Background: an optimization exercise with open tools, aiming at a short achievable clock period and few clock cycles. Do not read the settings as production practice.
The RTL was checked by simulation tests, not by an equivalence proof against the original design.
Power and IR drop assume default switching activity.

$ cat flow/flow/run.sh
#!/bin/bash
# The standard layout, with timing repair aimed below the 9 ns clock:
# the repair steps keep working until the setup slack reaches this margin.
set -uo pipefail
bash standard.sh SETUP_SLACK_MARGIN=6.0 finish > standard.log 2>&1
$ cat flow/standard.sh
#!/bin/bash
# synth_recipe.tcl (not shown) runs the flow's synth.tcl, then flattens the netlist and writes it again
# the make line also repeats each setting of config.mk as NAME=value (left out here)
make -C /OpenROAD-flow-scripts/flow DESIGN_CONFIG=/design/flow/config.mk WORK_HOME=/design/flow/orfs CLKGATE_MAP_FILE= SYNTH_SCRIPT=/design/flow/synth_recipe.tcl "${@:-finish}"
$ cat flow/config.mk
export PLATFORM = sky130hd
export DESIGN_NAME = sha1_byte_stream_digest
export DESIGN_NICKNAME = sha1_byte_stream_digest
export VERILOG_FILES = /design/flow/design.v
export SDC_FILE = /design/flow/constraint.sdc
export NUM_CORES = 4
export LEC_CHECK = 0
export ABC_CLOCK_PERIOD_IN_PS = 1000
export CAP_MARGIN = 20
export CORE_MARGIN = 2
export CORE_UTILIZATION = 55
export SETUP_SLACK_MARGIN = 5
export SLEW_MARGIN = 20
$ cat flow/constraint.sdc
create_clock -name core_clock -period 9.0 [get_ports {clk}]
set_input_delay 1.8000 -clock core_clock [delete_from_list [all_inputs] [get_ports {clk}]]
set_output_delay 1.8000 -clock core_clock [all_outputs]
set_load 0.01 [all_outputs]
$ cat flow/design.v
package sha1bsd_pkg;
  localparam int unsigned NCORE   = 3;    
  localparam int unsigned NSLOT   = 2;    
  localparam int unsigned COUNT_W = 61;
  localparam logic [31:0] K_0 = 32'h5a827999;
  localparam logic [31:0] K_1 = 32'h6ed9eba1;
  localparam logic [31:0] K_2 = 32'h8f1bbcdc;
  localparam logic [31:0] K_3 = 32'hca62c1d6;
  localparam logic [31:0] H_0 = 32'h67452301;
  localparam logic [31:0] H_1 = 32'hefcdab89;
  localparam logic [31:0] H_2 = 32'h98badcfe;
  localparam logic [31:0] H_3 = 32'h10325476;
  localparam logic [31:0] H_4 = 32'hc3d2e1f0;
  localparam logic [31:0] CH_INIT = (H_1 & H_2) | (~H_1 & H_3);
  localparam logic [31:0] CP_INIT = CH_INIT + H_4 + K_0;
  localparam logic [31:0] CQ_INIT = H_3 + K_0;
  localparam logic [7:0] PAD_BYTE = 8'h80;
endpackage
import sha1bsd_pkg::*;
module sha1bsd_addpg
(
  input  logic [31:0] pi,
  input  logic [31:0] gi,
  output logic [31:0] s
);
  logic [5:0][31:0] g, p;
  always_comb begin
    g[0] = gi;
    p[0] = pi;
    for (int l = 0; l < 5; l++) begin
      for (int i = 0; i < 32; i++) begin
        if (i >= (1 << l)) begin
          g[l+1][i] = g[l][i] | (p[l][i] & g[l][i-(1<<l)]);
          p[l+1][i] = p[l][i] & p[l][i-(1<<l)];
        end else begin
          g[l+1][i] = g[l][i];
          p[l+1][i] = p[l][i];
        end
      end
    end
    s = p[0] ^ {g[5][30:0], 1'b0};
  end
endmodule
module sha1bsd_add32
(
  input  logic [31:0] a,
  input  logic [31:0] b,
  output logic [31:0] s
);
  sha1bsd_addpg u_add (.pi(a ^ b), .gi(a & b), .s(s));
endmodule
module sha1bsd_add3
(
  input  logic [31:0] a,
  input  logic [31:0] b,
  input  logic [31:0] c,
  output logic [31:0] s
);
  logic [31:0] x, y;
  assign x = a ^ b ^ c;
  assign y = (a & b) | (a & c) | (b & c);
  sha1bsd_add32 u_add (.a(x), .b({y[30:0], 1'b0}), .s(s));
endmodule
module sha1bsd_core
(
  input  logic                  clk,
  input  logic                  rst_q,       
  input  logic                  wr_en,       
  input  logic [15:0][31:0]     wr_data,     
  input  logic                  wr_first,    
  input  logic                  wr_last,     
  input  logic                  wr_needlen,  
  input  logic [COUNT_W-1:0]    wr_len,      
  output logic                  q_full,
  output logic [7:0]            load_key,    
  output logic                  dig_valid,
  output logic [4:0][31:0]      dig,
  input  logic                  dig_take
);
  function automatic logic [2:0] fsel_of(input logic [7:0] r);   
    if (r < 8'd20)      fsel_of = 3'b001;
    else if (r < 8'd40) fsel_of = 3'b010;
    else if (r < 8'd60) fsel_of = 3'b100;
    else                fsel_of = 3'b010;
  endfunction
  function automatic logic [31:0] k_of(input logic [7:0] r);
    if (r < 8'd20)      k_of = K_0;
    else if (r < 8'd40) k_of = K_1;
    else if (r < 8'd60) k_of = K_2;
    else                k_of = K_3;
  endfunction
  logic [1:0][15:0][31:0]     sd;
  logic [1:0]                 s_first, s_last, s_needlen;
  logic [1:0][COUNT_W-1:0]    s_len;
  logic                       wp, rp, lenph;
  logic [1:0]                 cnt;
  logic [15:0][31:0] hd_w;
  logic              hd_first, hd_last, hd_avail;
  always_comb begin
    if (lenph) begin
      hd_w     = '0;
      hd_w[14] = s_len[rp][60:29];
      hd_w[15] = {s_len[rp][28:0], 3'b000};
    end else begin
      hd_w = sd[rp];
    end
    hd_first = s_first[rp] & ~lenph;
    hd_last  = s_last[rp] & (~s_needlen[rp] | lenph);
    hd_avail = (cnt != 2'd0);
  end
  assign q_full = (cnt == 2'd2);
  logic              st_idle, st_s1, st_run, st_fin;    
  logic [6:0]        rc;
  logic              is78, is79;
  logic              go_r, from_run, cur_last;
  logic [2:0]        fselg_r;       
  logic [31:0]       g1_r, g0_r;    
  logic [31:0]       kq_r;          
  logic [31:0]       kw_r;          
  logic [31:0]       kwh0_r, kwh1_r, kwh2_r;   
  logic              go78_r;
  logic [31:0]       a_r, b_r, c_r, d_r, e_r, p_r, q_r;
  logic [4:0][31:0]  h_r;
  logic [15:0][31:0] win_r;
  logic fin_dw, dig_w, load, pop, st_dw;
  logic [31:0] bn, cn, dn;         
  logic [31:0] ch0, sched_x, sched, g1n, g0n, pp, pg;
  logic [7:0] rem;
  always_comb begin
    if (st_run)       rem = 8'd81 - {1'b0, rc};
    else if (st_idle) rem = 8'd0;
    else if (st_dw)   rem = 8'd4;
    else              rem = go_r ? 8'd82 : 8'd1;
  end
  always_ff @(posedge clk)
    load_key <= rem + (cnt[1] ? 8'd162 : 8'd0) + (cnt[0] ? 8'd81 : 8'd0);
  assign fin_dw   = from_run & cur_last & dig_valid;
  assign load     = st_fin & go_r & ~fin_dw;
  assign dig_w    = (st_fin & from_run & cur_last & ~dig_valid) | (st_dw & ~dig_valid);
  assign pop      = load & ~(s_needlen[rp] & ~lenph);
  assign bn  = a_r;
  assign cn  = {b_r[1:0], b_r[31:2]};
  assign dn  = c_r;
  logic [31:0] gc, gd;
  assign gc  = {a_r[1:0], a_r[31:2]};    
  assign gd  = cn;                       
  assign g1n = ({32{fselg_r[0]}} & gc) | ({32{fselg_r[1]}} & ~(gc ^ gd)) | ({32{fselg_r[2]}} & (gc | gd));
  assign g0n = ({32{fselg_r[0]}} & gd) | ({32{fselg_r[1]}} &  (gc ^ gd)) | ({32{fselg_r[2]}} & (gc & gd));
  assign pp  = (a_r & (g1_r ^ q_r)) | (~a_r & (g0_r ^ q_r));
  assign pg  = (a_r & (g1_r & q_r)) | (~a_r & (g0_r & q_r));
  assign ch0     = (h_r[1] & h_r[2]) | (~h_r[1] & h_r[3]);
  assign sched_x = win_r[13] ^ win_r[8] ^ win_r[2] ^ win_r[0];
  assign sched   = {sched_x[30:0], sched_x[31]};
  logic [31:0] s_a, s_p, s_q, s_kw, s_kwh0, s_kwh1, s_kwh2, s_q1, s_p0f, s_p0, s_h0, s_h1, s_h2, s_h3, s_h4, s_q1f;
  sha1bsd_add32 u_a   (.a({a_r[26:0], a_r[31:27]}), .b(p_r), .s(s_a));
  sha1bsd_addpg u_p   (.pi(pp), .gi(pg), .s(s_p));
  logic [31:0] s_q79;
  sha1bsd_add32 u_q   (.a(c_r), .b(kw_r), .s(s_q));
  sha1bsd_add32 u_q79 (.a(h_r[4]), .b(kwh0_r), .s(s_q79));
  sha1bsd_add32 u_kw  (.a(kq_r), .b(win_r[3]), .s(s_kw));
  sha1bsd_add32 u_kh0 (.a(K_0), .b(hd_w[0]), .s(s_kwh0));
  sha1bsd_add32 u_kh1 (.a(K_0), .b(hd_w[1]), .s(s_kwh1));
  sha1bsd_add32 u_kh2 (.a(K_0), .b(hd_w[2]), .s(s_kwh2));
  sha1bsd_add32 u_q1  (.a(h_r[3]), .b(kwh1_r), .s(s_q1));
  sha1bsd_add32 u_q1f (.a(H_3), .b(kwh1_r), .s(s_q1f));
  sha1bsd_add32 u_p0f (.a(CH_INIT + H_4), .b(kwh0_r), .s(s_p0f));
  sha1bsd_add32 u_p0  (.a(ch0), .b(q_r), .s(s_p0));
  sha1bsd_add32 u_h0  (.a(h_r[0]), .b(a_r), .s(s_h0));
  sha1bsd_add32 u_h1  (.a(h_r[1]), .b(a_r), .s(s_h1));
  sha1bsd_add32 u_h2  (.a(h_r[2]), .b(cn), .s(s_h2));
  sha1bsd_add32 u_h3  (.a(h_r[3]), .b(c_r), .s(s_h3));
  sha1bsd_add32 u_h4  (.a(h_r[4]), .b(c_r), .s(s_h4));
  logic [31:0] b_r_ld, c_r_ld;
  assign b_r_ld = hd_first ? H_1 : h_r[1];
  assign c_r_ld = hd_first ? H_2 : h_r[2];
  always_ff @(posedge clk) begin
    a_r <= st_s1 ? '0 : (load ? (hd_first ? H_0 : s_h0) : s_a);
    b_r <= load ? b_r_ld : bn;
    c_r <= load ? c_r_ld : cn;
    d_r <= load ? (hd_first ? H_3 : h_r[3]) : dn;
    e_r <= load ? (hd_first ? H_4 : h_r[4]) : d_r;
    p_r <= load ? (hd_first ? s_p0f : s_p0) : s_p;
    q_r <= load ? (hd_first ? s_q1f : s_q1) : ((is79 || st_s1) ? s_q79 : s_q);
    kw_r <= load ? kwh2_r : s_kw;
    kwh0_r <= s_kwh0;
    kwh1_r <= s_kwh1;
    kwh2_r <= s_kwh2;
    g1_r <= load ? {b_r_ld[1:0], b_r_ld[31:2]} : g1n;
    g0_r <= load ? c_r_ld : g0n;
    if (load) win_r <= hd_w;
    else begin
      for (int i = 0; i < 15; i++) win_r[i] <= win_r[i+1];
      win_r[15] <= sched;
    end
  end
  always_ff @(posedge clk) begin
    if (st_run) begin
      if (is78) h_r[4] <= s_h4;
      if (is79) begin
        h_r[1] <= s_h1;
        h_r[2] <= s_h2;
        h_r[3] <= s_h3;
      end
    end else if (st_fin) begin
      if (load && hd_first) h_r <= {H_4, H_3, H_2, H_1, H_0};
      else                  h_r[0] <= s_h0;
    end
    if (dig_w) dig <= st_fin ? {h_r[4], h_r[3], h_r[2], h_r[1], s_h0} : h_r;
  end
  always_ff @(posedge clk) begin
    if (load) begin
      fselg_r <= fsel_of(8'd2);
      kq_r    <= k_of(8'd3);
    end else begin
      fselg_r <= fsel_of({1'b0, rc} + 8'd3);
      kq_r    <= k_of({1'b0, rc} + 8'd4);
    end
    is78 <= load ? 1'b0 : (rc == 7'd77);
    is79 <= load ? 1'b0 : (rc == 7'd78);
  end
  always_ff @(posedge clk) begin
    if (!rst_q) begin
      st_idle   <= 1'b1;
      st_s1     <= 1'b0;
      st_run    <= 1'b0;
      st_fin    <= 1'b0;
      st_dw     <= 1'b0;
      rc        <= '0;
      go_r      <= 1'b0;
      from_run  <= 1'b0;
      cur_last  <= 1'b0;
      dig_valid <= 1'b0;
      wp        <= 1'b0;
      rp        <= 1'b0;
      lenph     <= 1'b0;
      cnt       <= '0;
    end else begin
      if (st_idle && hd_avail) begin
        st_idle  <= 1'b0;
        go_r     <= 1'b1;
        from_run <= 1'b0;
        if (hd_first) st_fin <= 1'b1;
        else          st_s1  <= 1'b1;
      end
      if (st_s1) begin
        st_s1  <= 1'b0;
        st_fin <= 1'b1;
      end
      if (st_run) begin
        rc <= rc + 7'd1;
        if (is78) go78_r <= hd_avail;    
        if (is79) begin
          go_r     <= go78_r;
          from_run <= 1'b1;
          st_run   <= 1'b0;
          st_fin   <= 1'b1;
        end
      end
      if (st_fin) begin
        st_fin <= 1'b0;
        if (load) begin
          st_run   <= 1'b1;
          rc       <= '0;
          cur_last <= hd_last;
        end else if (fin_dw) begin
          st_dw <= 1'b1;
        end else begin
          st_idle <= 1'b1;
        end
      end
      if (st_dw && !dig_valid) begin
        st_dw   <= 1'b0;
        st_idle <= 1'b1;
      end
      if (dig_w)         dig_valid <= 1'b1;
      else if (dig_take) dig_valid <= 1'b0;
      if (load) begin
        if (pop) begin
          rp    <= ~rp;
          lenph <= 1'b0;
        end else begin
          lenph <= 1'b1;
        end
      end
      if (wr_en) wp <= ~wp;
      cnt <= cnt + {1'b0, wr_en} - {1'b0, pop};
    end
  end
  always_ff @(posedge clk) begin
    if (wr_en) begin
      sd[wp]        <= wr_data;
      s_first[wp]   <= wr_first;
      s_last[wp]    <= wr_last;
      s_needlen[wp] <= wr_needlen;
      s_len[wp]     <= wr_len;
    end
  end
endmodule
import sha1bsd_pkg::*;
module sha1_byte_stream_digest
(
  input  logic        clk,
  input  logic        rst_n,
  input  logic        in_valid,
  output logic        in_ready,
  input  logic [8:0]  in_data,
  output logic        out_valid,
  input  logic        out_ready,
  output logic [36:0] out_data
);
  localparam logic [1:0] J_NEW   = 2'd0;
  localparam logic [1:0] J_REP   = 2'd1;
  localparam logic [1:0] J_EMPTY = 2'd2;
  logic rst_q;
  always_ff @(posedge clk) rst_q <= rst_n;
  logic        in_ready_r, fire_r;
  logic [8:0]  din_r;
  logic [2:0][8:0] fq;
  logic [3:0]  fv;               
  logic [2:0][8:0] fq_np, fq_p;
  logic [2:0]  fv_np, fv_p;
  logic        pop;
  assign in_ready = in_ready_r;
  assign fv[3]    = 1'b0;
  always_ff @(posedge clk) begin
    din_r  <= in_data;
    fire_r <= in_valid & in_ready_r;
  end
  always_comb begin
    for (int i = 0; i < 3; i++) begin
      fv_np[i] = fv[i] | (fire_r & ((i == 0) ? 1'b1 : fv[i-1]));
      fq_np[i] = (fire_r & ~fv[i] & ((i == 0) ? 1'b1 : fv[i-1])) ? din_r : fq[i];
      fv_p[i]  = fv[i+1] | (fire_r & fv[i]);
      fq_p[i]  = (fire_r & fv[i] & ~fv[i+1]) ? din_r : ((i < 2) ? fq[(i < 2) ? i+1 : i] : fq[i]);
    end
  end
  always_ff @(posedge clk) begin
    fq <= pop ? fq_p : fq_np;
    if (!rst_q) fv[2:0] <= '0;
    else        fv[2:0] <= pop ? fv_p : fv_np;
    if (!rst_n || !rst_q) in_ready_r <= 1'b0;
    else                  in_ready_r <= pop ? ~fv_p[1] : ~fv_np[1];
  end
  logic                 hv;
  logic                 h_fin;
  logic [7:0]           h_byte;
  logic [5:0]           pos_r;
  logic [15:0][31:0]    stg_r;
  logic [COUNT_W-1:0]   total_r, total_base, total_inc;
  logic                 any_r, fin_r, first_r;
  logic [1:0]           core_r, csel, pick_r;
  logic                 new_msg;
  logic [NCORE-1:0]     c_full;
  logic [NCORE-1:0][7:0] c_key;
  logic [NCORE-1:0]     c_dv;
  logic [NCORE-1:0][4:0][31:0] c_dig;
  logic [NCORE-1:0]     c_take;
  logic [3:0][3:0]      jq;       
  logic                 jpush, jpop, jfull;
  logic [3:0]           jin;
  logic                 wr_any;
  logic [NCORE-1:0]     wr_en;
  logic [15:0][31:0]    blk;
  logic                 wr_last, wr_needlen;
  logic [511:0]         lenblk;    
  assign hv     = fv[0];
  assign h_fin  = fq[0][8];
  assign h_byte = fq[0][7:0];
  assign jfull  = jv[3];
  assign new_msg    = fin_r | ~any_r;
  assign csel       = new_msg ? pick_r : core_r;
  assign total_base = new_msg ? '0 : total_r;
  logic [NCORE-1:0][8:0] c_adj;
  always_comb
    for (int c = 0; c < NCORE; c++)
      c_adj[c] = {1'b0, c_key[c]} + ((any_r && !fin_r && core_r == c) ? 9'd81 : 9'd0);
  logic lt01, lt02, lt12;
  assign lt01 = (c_adj[1] < c_adj[0]);
  assign lt02 = (c_adj[2] < c_adj[0]);
  assign lt12 = (c_adj[2] < c_adj[1]);
  always_ff @(posedge clk) begin
    if (lt02 && lt12)      pick_r <= 2'd2;
    else if (lt01)         pick_r <= 2'd1;
    else                   pick_r <= 2'd0;
  end
  logic [6:0][COUNT_W-1:0] pa;
  always_comb begin
    pa[0] = total_base;
    for (int l = 0; l < 6; l++)
      for (int i = 0; i < COUNT_W; i++)
        pa[l+1][i] = (i >= (1 << l)) ? (pa[l][i] & pa[l][i-(1<<l)]) : pa[l][i];
    if (pa[6][COUNT_W-1]) total_inc = total_base;
    else                  total_inc = total_base ^ {pa[6][COUNT_W-2:0], 1'b1};
  end
  assign lenblk     = {448'h0, total_r, 3'b000};
  logic [7:0] bv;
  always_comb begin
    for (int j = 0; j < 64; j++) begin
      bv = stg_r[j/4][31-8*(j%4) -: 8];
      if (!h_fin) begin
        if (j == 63) bv = h_byte;
      end else begin
        if (j == pos_r)      bv = PAD_BYTE;
        else if (j > pos_r)  bv = (j >= 56 && pos_r < 6'd56) ? lenblk[511-8*j -: 8] : 8'h00;
      end
      blk[j/4][31-8*(j%4) -: 8] = bv;
    end
  end
  always_comb begin
    pop        = 1'b0;
    wr_any     = 1'b0;
    jpush      = 1'b0;
    jin        = '0;
    wr_last    = h_fin;
    wr_needlen = h_fin & (pos_r >= 6'd56);
    if (hv) begin
      if (!h_fin) begin
        if (pos_r == 6'd63) begin
          if (!c_full[core_r]) begin
            pop    = 1'b1;
            wr_any = 1'b1;
          end
        end else begin
          pop = 1'b1;
        end
      end else if (!jfull) begin
        if (!any_r) begin
          pop = 1'b1; jpush = 1'b1; jin = {J_EMPTY, 2'b0};
        end else if (fin_r) begin
          pop = 1'b1; jpush = 1'b1; jin = {J_REP, 2'b0};
        end else if (!c_full[core_r]) begin
          pop = 1'b1; jpush = 1'b1; jin = {J_NEW, core_r}; wr_any = 1'b1;
        end
      end
    end
    for (int c = 0; c < NCORE; c++) wr_en[c] = wr_any & (core_r == c);
  end
  always_ff @(posedge clk) begin
    if (hv && !h_fin) begin
      for (int j = 0; j < 64; j++)
        if (pos_r == j) stg_r[j/4][31-8*(j%4) -: 8] <= h_byte;
    end
    if (pop && !h_fin) total_r <= total_inc;
    if (pop && !h_fin && new_msg) core_r <= csel;
    if (pop) first_r <= h_fin ? first_r : (new_msg ? 1'b1 : first_r) & ~wr_any;
  end
  always_ff @(posedge clk) begin
    if (!rst_q) begin
      pos_r <= '0;
      any_r <= 1'b0;
      fin_r <= 1'b0;
    end else if (pop) begin
      if (h_fin) begin
        fin_r <= 1'b1;
        if (any_r && !fin_r) pos_r <= '0;
      end else begin
        fin_r <= 1'b0;
        any_r <= 1'b1;
        pos_r <= pos_r + 6'd1;
      end
    end
  end
  for (genvar c = 0; c < NCORE; c++) begin : g_core
    sha1bsd_core u_core (
      .clk        (clk),
      .rst_q      (rst_q),
      .wr_en      (wr_en[c]),
      .wr_data    (blk),
      .wr_first   (first_r),
      .wr_last    (wr_last),
      .wr_needlen (wr_needlen),
      .wr_len     (total_r),
      .q_full     (c_full[c]),
      .load_key   (c_key[c]),
      .dig_valid  (c_dv[c]),
      .dig        (c_dig[c]),
      .dig_take   (c_take[c])
    );
  end
  logic [4:0] jv;                 
  assign jv[4] = 1'b0;
  always_ff @(posedge clk) begin
    for (int i = 0; i < 4; i++) begin
      if (jpop) begin
        jq[i] <= (jpush & jv[i] & ~jv[i+1]) ? jin : ((i < 3) ? jq[(i < 3) ? i+1 : i] : jq[i]);
        if (!rst_q) jv[i] <= 1'b0;
        else        jv[i] <= jv[i+1] | (jpush & jv[i]);
      end else begin
        if (jpush & ~jv[i] & ((i == 0) ? 1'b1 : jv[(i == 0) ? 0 : i-1])) jq[i] <= jin;
        if (!rst_q) jv[i] <= 1'b0;
        else        jv[i] <= jv[i] | (jpush & ((i == 0) ? 1'b1 : jv[(i == 0) ? 0 : i-1]));
      end
    end
  end
  logic              out_valid_r;
  logic [36:0]       out_data_r;
  logic [4:0][31:0]  ld_r;        
  logic              busy_r, jempty_r;
  logic [2:0]        widx_r;
  logic              jstart, adv;
  logic [1:0]        jk;
  logic [1:0]        jc;
  logic [31:0]       wsel;
  assign out_valid = out_valid_r;
  assign out_data  = out_data_r;
  assign jk     = jq[0][3:2];
  assign jc     = jq[0][1:0];
  assign jstart = !busy_r && jv[0] && (jk != J_NEW || c_dv[jc]);
  assign jpop   = jstart;
  for (genvar c = 0; c < NCORE; c++) begin : g_take
    assign c_take[c] = jstart && (jk == J_NEW) && (jc == c);
  end
  assign adv  = !out_valid_r || out_ready;
  assign wsel = jempty_r ? 32'h0 : ld_r[widx_r];
  always_ff @(posedge clk) begin
    if (jstart && jk == J_NEW) ld_r <= c_dig[jc];
  end
  always_ff @(posedge clk) begin
    if (!rst_q) begin
      busy_r   <= 1'b0;
      jempty_r <= 1'b0;
      widx_r   <= '0;
    end else if (jstart) begin
      busy_r   <= 1'b1;
      jempty_r <= (jk == J_EMPTY);
      widx_r   <= '0;
    end else if (busy_r && adv) begin
      widx_r <= widx_r + 3'd1;
      if (widx_r == 3'd4) busy_r <= 1'b0;
    end
  end
  always_ff @(posedge clk) begin
    if (!rst_n || !rst_q) out_valid_r <= 1'b0;
    else if (adv)         out_valid_r <= busy_r;
  end
  logic [36:0] onext;
  assign onext = {wsel, widx_r, (widx_r == 3'd4), jempty_r};
  always_ff @(posedge clk) begin
    out_data_r <= ({37{adv}} & onext) | ({37{~adv}} & out_data_r);
  end
endmodule
==> results of run 1 <==
==> stage by stage <==
step / power [mW] / worst slack (ns) / cells / TNS (ns)
final: 134 / 5.29 / 41400 / 0
after global routing: 139 / 5.22 / 41300 / 0
after CTS: 129 / 5.23 / 40600 / 0
after detailed placement: 90.4 / 3.80 / 37300 / 0
after global placement: 89.9 / 3.67 / 37300 / 0
after floorplan: 74.8 / -1.29 / 29500 / -2939.04
==> what timing repair did <==
| item | 4_1_cts | 5_1_grt |
|---|---|---|
| resized for setup | 3645 | 1398 |
| setup endpoints to repair | 9150 | 5498 |
| pin swaps | 896 | 860 |
| setup buffers | 1268 | 534 |
| gates cloned | 470 | 108 |
==> routing by layer <==
layer | track usage | routed length, µm
met1 | 0.548 | 529000
met2 | 0.625 | 614000
met3 | 0.0818 | 157000
met4 | 0.328 | 147000
met5 | 0 | 383
==> worst max path at each step <==
stage | to | startpoint | slack (ns)
after global placement | g_core[2].u_core.win_r[97]$_DFF_P_ | g_core[2].u_core.rp$_SDFFE_PN0P_ | 3.67
after CTS | out_data[0] | flip-flop | 5.23
after global routing | g_core[1].u_core.p_r[30]$_DFF_P_ | g_core[1].u_core.h_r[96]$_SDFFCE_PN0P_ | 5.22
after detailed placement | flip-flop | pos_r[1]$_SDFFE_PN0P_ | 3.80
after floorplan | flip-flop | core_r[0]$_DFFE_PP_ | -1.29
final | out_data[0] | flip-flop | 5.29
==> cell usage in the layout, fill, tap and decap left out, types with 151 or more instances in the layout <==
master     count
edfxtp_1    5227
nand2_1     3630
dfxtp_1     2530
mux2i_1     1641
nor2_1      1452
a21oi_1     1294
ha_1        1263
buf_4       1191
o31ai_1     1090
xnor2_1     1039
o21ai_0      976
clkbuf_16    928
inv_1        787
buf_16       551
xor2_1       539
a21o_1       513
and2_1       504
buf_6        504
nand3_1      350
buf_12       329
nor3_1       269
a21oi_2      253
mux2_2       248
mux4_2       215
clkbuf_1     199
a222oi_1     193
nand2b_1     188
ha_4         177
o21a_1       163
nor2b_1      155
o21ai_2      152
dfxtp_2      152
clkinv_2     151
==> logic make-up after synthesis <==
kind of cell,share of synthesized area
flops,0.598
simple gates,0.0966
compound gates,0.116
mux,0.0699
buf+inv,0.0234
xor+xnor,0.0418
fa+ha+maj,0.0545
==> area by class of cell <==
class / instances / area [µm²]
Multi-Input combinational cell: 19400 / 148000
Timing Repair Buffer: 2845 / 41700
Fill cell: 45000 / 199000
Timing Repair inverter: 1 / 20.0
Clock inverter: 405 / 4470
Clock buffer: 1140 / 23100
Sequential cell: 7995 / 213000
Inverter: 850 / 3270
Antenna cell: 88 / 220
Tap cell: 8613 / 10800
==> power by group through the flow <==
stage,clock network (mW),registers (mW),logic [mW]
after detailed placement,0,51.1,39.4
after global placement,0,51.0,38.9
after CTS,35.1,50.4,43.8
final,35.2,50.9,48.2
after floorplan,0,47.8,27.0
after global routing,36.6,51.0,51.5
==> run_results.csv, run 1 <==
group,metric,value,unit
power,ir_drop,0.291,mV
cts,cts-htree-levels,6,
power,p_switching,49.0,mW
floorplanning,die_area,652000,µm²
sta,hold_viol,0,
sta,max_slew.worst_pin.slew,1.35,ns
yosys,synth_top_area_frac,0.442,
floorplanning,ioPinCount,52,
placement,place_area,366000,µm²
worst_hold_path,worstHoldStart,"g_core[0].u_core.win_r[40]$_DFF_P_",
cts,clock_latency,1.22,ns
worst_setup_path,crit_slowest_cell,"edfxtp_1",
yosys,synth_fp_nets,31100,
route,post-route-drc-count,0,
cells_and_area,drive_above_1_share,0.216,
power,p_seq_frac,0.379,
power,swShare,0.365,
yosys,yosys.area.top_type,"edfxtp_1",
worst_setup_path,timing.critical_path.buf_inv,1,
yosys,synth.avg_cell_area,12.0,µm²
global_routing,antenna_found_initial,132,
route,drtIter0Drc,36700,
worst_setup_path,worstSetupStartpointType,"flip-flop",
route,antenna_left,0,
worst_setup_path,crit_arrival,1.91,ns
yosys,syn_inst,29500,
worst_setup_path,crit_cells,1,
sta,fin_hold_ws,0.374,ns
route,vias,266000,
cells_and_area,design_area,445000,µm²
yosys,ys_types,105,
worst_setup_path,r2r-end,"g_core[1].u_core.p_r[30]$_DFF_P_",
floorplanning,die_x,807,µm
worst_setup_path,cp_max_fo,1,
cts,cts.sinks,7995,
worst_setup_path,r2r_setup_slack,5.31,ns
worst_setup_path,r2r_cells,16,
floorplanning,rows,295,
cells_and_area,utilization,0.691,
worst_hold_path,min_path_cells,2,
cts,cts_hold_buf,0,
worst_setup_path,crit_family,"flip-flops",
cts,clock_path_buffers,4,
worst_setup_path,critPathKind,"flip-flop to output pin",
status,status,"complete, no violations",
route,drtPass1Iterations,11,
yosys,synth_most_common_cell,"edfxtp_1",
global_routing,grt.total_usage,0.422,
power,intPower,85.2,mW
yosys,yosys-top-cells-area,"edfxtp_1, dfxtp_1, ha_1, mux2i_1, nand2_1",
route,drt_wl_total,1450000,µm
sta,post-route-period-util,0.412,
yosys,synth-async-reset-ratio,0,
worst_setup_path,cpPeakStageDelay,0.55,ns
yosys,ys_warn_count,3,
sta,drv_slew,0,
yosys,synthTopCellsByCount,"edfxtp_1, nand2_1, dfxtp_1",
sta,finClkSkew,0.102,ns
worst_setup_path,critPathRequiredTime,7.20,ns
power,p_clk_frac,0.262,
placement,post-dp-hpwl,904000,µm
global_routing,grt_max_degree,172,
sta,relSlewSlack,0.0941,
route,post_drt_via_cell_ratio,6.42,
cells_and_area,nets,33500,
worst_hold_path,hold_path.class,"flip-flop to flip-flop",
yosys,synthFlopType,"edfxtp_1",
placement,portBuffers,51,
worst_setup_path,critPathCaptureType,"output pin",
floorplanning,fp.coreArea,644000,µm²
global_routing,grt_pass1_vias,245000,
power,comb_power_share,0.359,
sta,fin_crit,3.71,ns
cts,cts_tree,"done",
cts,clk_pin_slew_worst_paths,0.06,ns
worst_hold_path,min_to,"g_core[0].u_core.win_r[8]$_DFF_P_",
sta,fmax,270,MHz
job,maxCapViolations,0,
route,wl_per_cell,35.0,µm
worst_setup_path,worstReg2RegStart,"g_core[1].u_core.h_r[96]$_SDFFCE_PN0P_",
sta,rsz0062_at_grt,"yes",
cts,cts_buffers,813,
yosys,synth_seq_cells,7995,
global_routing,grt_pass1_wl,1930000,µm
yosys,syn_area,355000,µm²
power,p_per_area,302,nW/µm²
floorplanning,initial_core_util,0.551,
worst_setup_path,critical_path.cell_chain,"buf_2",
yosys,ys_seq_area_frac,0.598,
floorplanning,die_h,807,µm
yosys,synth_edf_count,5227,
sta,setup_viol,0,
global_routing,gr-total-overflow,0,
cts,cts-root-buf,"clkbuf_16",
power,p_leak,167,nW
cells_and_area,synthToLayoutAreaGrowth,25.3,%
placement,place.gp.congestion,0.985,
Testbench counts, summed over its fixed seeds: cycles 15,518.
==> run 2: changes to the inputs <==
==> flow/run.sh (new file) <==
#!/bin/bash
# synth_recipe.tcl (not shown) runs the flow's synth.tcl, then flattens the netlist and writes it again
# the make line also repeats each setting of config.mk as NAME=value (left out here)
make -C /OpenROAD-flow-scripts/flow DESIGN_CONFIG=/design/flow/config.mk WORK_HOME=/design/flow/orfs CLKGATE_MAP_FILE= SYNTH_SCRIPT=/design/flow/synth_recipe.tcl finish
removed: flow/flow/run.sh
removed: flow/standard.sh
==> run_results.csv, run 2 <==
group,metric,value,unit
cts,clock_latency,1.20,ns
global_routing,gr-total-overflow,0,
cts,clock_path_buffers,4,
yosys,ys_warn_count,3,
yosys,ys_seq_area_frac,0.598,
power,comb_power_share,0.324,
route,antenna_left,0,
worst_setup_path,critical_path.cell_chain,"buf_4, inv_6, nand2_4, nor3_4, o21ai_2, nor2_4, inv_1, nor2_4, buf_4, buf_16",
yosys,synthFlopType,"edfxtp_1",
worst_setup_path,crit_slowest_cell,"nor3_4",
worst_setup_path,cpPeakStageDelay,0.50,ns
placement,pre_cts_ws,3.80,ns
route,drt_wl_total,1270000,µm
yosys,syn_inst,29500,
route,drtIter0Drc,31600,
placement,place.gp.congestion,0.985,
cts,clk_pin_slew_worst_paths,0.06,ns
cells_and_area,utilization,0.616,
power,p_per_area,319,nW/µm²
sta,setup_viol,0,
floorplanning,ioPinCount,52,
route,top_layer,"met5",
worst_setup_path,crit_arrival,4.96,ns
cts,cts_buffers,813,
sta,relSlewSlack,0.0824,
power,p_seq_frac,0.400,
placement,post-dp-hpwl,904000,µm
sta,finClkSkew,0.0937,ns
sta,hold_viol,0,
floorplanning,fp.coreArea,644000,µm²
cells_and_area,final_cell_mix,"edfxtp_1, nand2_1, dfxtp_1",
cells_and_area,n_fill_cell,50600,
yosys,syn_area,355000,µm²
cts,cts-htree-levels,6,
yosys,synth_fp_nets,31100,
yosys,synth_most_common_cell,"edfxtp_1",
route,route.met2.wl,559000,µm
placement,place_area,366000,µm²
floorplanning,die_h,807,µm
floorplanning,die_x,807,µm
cells_and_area,final_common_cell,"edfxtp_1",
worst_setup_path,cp_max_fo,121,
worst_setup_path,worstSetupStartpointType,"flip-flop",
yosys,yosys-top-cells-area,"edfxtp_1, dfxtp_1, ha_1, mux2i_1, nand2_1",
sta,rsz0062_at_grt,"yes",
cells_and_area,synthToLayoutAreaGrowth,11.7,%
sta,setup_slack,4.83,ns
yosys,synthTopCellsByCount,"edfxtp_1, nand2_1, dfxtp_1",
cts,cts-root-buf,"clkbuf_16",
cts,cts.sinks,7995,
placement,portBuffers,51,
route,post-route-drc-count,0,
cells_and_area,nets,31200,
route,wl_met3,106000,µm
worst_setup_path,critPathKind,"flip-flop to flip-flop",
yosys,synth_edf_count,5227,
cells_and_area,final_cells,39100,
placement,placed_cells,37300,
global_routing,grt_pass1_wl,1750000,µm
sta,fmax,240,MHz
yosys,synth_seq_cells,7995,
status,status,"complete, no violations",
power,swShare,0.358,
yosys,yosys.area.top_type,"edfxtp_1",
yosys,synth-async-reset-ratio,0,
global_routing,grt_pass1_vias,228000,
route,post_drt_via_cell_ratio,6.24,
cells_and_area,drive_above_1_share,0.0947,
power,intPower,81.2,mW
power,fin_total_pwr,126,mW
floorplanning,die_area,652000,µm²
yosys,synth_top_area_frac,0.442,
sta,max_slew.worst_pin.slew,1.36,ns
global_routing,grt.total_usage,0.377,
route,wl_per_cell,32.5,µm
route,vias,244000,
cts,cts_hold_buf,0,
route,drtPass1Iterations,13,
floorplanning,rows,295,
sta,drv_slew,0,
cells_and_area,design_area,397000,µm²
job,maxCapViolations,0,
cts,cts_tree,"done",
power,ir_drop,0.238,mV
power,p_switching,45.3,mW
power,p_leak,148,nW
yosys,ys_types,105,
global_routing,antenna_found_initial,107,
worst_setup_path,critPathCaptureType,"flip-flop",
power,p_clk_frac,0.276,
sta,fin_crit,4.17,ns
yosys,synth.avg_cell_area,12.0,µm²
global_routing,grt_max_degree,172,
worst_hold_path,hold_path.class,"flip-flop to flip-flop",
route,met1_length,497000,µm
worst_setup_path,critPathRequiredTime,9.79,ns
sta,post-route-period-util,0.464,
floorplanning,initial_core_util,0.551,
-- run 2: power groups by stage --
stage | Combinational (mW) | Sequential, mW | Clock, mW
floorplan | 27.0 | 47.8 | 0
global placement | 38.9 | 51.0 | 0
detailed placement | 39.4 | 51.1 | 0
CTS | 39.8 | 50.4 | 35.1
global route | 44.5 | 50.8 | 36.6
finish | 40.9 | 50.6 | 34.9
-- run 2: per-stage QoR --
| step | hold WS (ns) | setup TNS [ns] |
|---|---|---|
| 2_1_floorplan | 0.386 | -2939.04 |
| 3_3_place_gp | 0.403 | 0 |
| 3_5_place_dp | 0.407 | 0 |
| 4_1_cts | 0.384 | 0 |
| 5_1_grt | 0.419 | 0 |
| 6_report | 0.380 | 0 |
-- run 2: path summary, 6_finish.rpt --
path	slack, ns	startpoint	depth (start not counted)	to
worst max-delay path	4.83	fq[8]$_DFFE_PP_	10	flip-flop
worst max register to register	4.83	fq[8]$_DFFE_PP_	10	flip-flop
worst min register to register	0.38	g_core[0].u_core.win_r[40]$_DFF_P_	2	g_core[0].u_core.win_r[8]$_DFF_P_
worst min-delay path	0.38	g_core[0].u_core.win_r[40]$_DFF_P_	2	g_core[0].u_core.win_r[8]$_DFF_P_
-- run 2: cell type report --
class | count | area [µm²] | share of cell area
diodes | 67 | 168 | 0.000423
clock buffers | 1140 | 23100 | 0.0583
clock inverters | 405 | 4470 | 0.0113
inverters | 850 | 3210 | 0.00809
multi-input cells | 19400 | 136000 | 0.344
flip-flops and latches | 7995 | 213000 | 0.536
well taps | 8613 | 10800 | 0.0272
repair buffers | 592 | 6120 | 0.0154
-- run 2: metal layers --
metal  track usage  up-vias
li1              -   109000
met1         0.500   121000
met2         0.577    11700
met3        0.0559     2264
met4         0.257       24
met5             0        -
-- run 2: cells by family (layout without fill, tap and decap cells) --
logic type               Yosys count  after routing  share of synthesized area
flip-flops                      7995           7995                      0.598
adder cells (fa/ha/maj)         1525           1525                     0.0545
multiplexers                    2173           2173                     0.0699
buffers and inverters           2141           2987                     0.0234
other                              0             67                          0
XOR/XNOR                        1695           1695                     0.0418
AND/OR/NAND/NOR                 7696           7701                     0.0966
AO/OA/AOI/OAI                   6316           6316                      0.116
-- run 2: what timing repair did --
action / 4_1_cts / 5_1_grt
endpoints found under the setup margin: 3961 / 1256
gates cloned: 16 / 5
gates resized for setup: 174 / 207
setup buffers: 33 / 57
pin swaps: 15 / 38
-- run 2: critical path, delay by kind of cell, from the launching register on --
kind            cells  cell delay (ns)
buf+inv             5             1.53
compound gates      1             0.22
flops               1             0.35
simple gates        4             1.23

==> static timing again, ports no longer ideal <==
The results above use ideal ports. As a check the final layouts listed here were re-extracted and re-timed, cells and wires unchanged. Step 1 (the two cells are an assumption about what drives the block):
set clk [get_ports {clk}]
set_driving_cell -lib_cell sky130_fd_sc_hd__clkbuf_16 $clk
set_driving_cell -lib_cell sky130_fd_sc_hd__buf_2 [delete_from_list [all_inputs] $clk]
Step 2 moves the port delays by t, midway between the first and last clock arrival at a register: inputs arrive t later, outputs are due t later. That takes back most of the time a late clock gives input paths. a / b / c = ideal ports / drivers / drivers and shift; a / b = the first two.
run | t (ns) | setup slack, ns | worst setup path after step 2 | worst data-port slew with drivers (ns)
run 1 | 1.335 | 5.292 / 5.129 / 5.314 | register to register | 0.18
run 2 | 1.312 | 4.828 / 4.828 / 4.828 | register to register | 0.19
After both steps setup and hold are still met in every run listed.
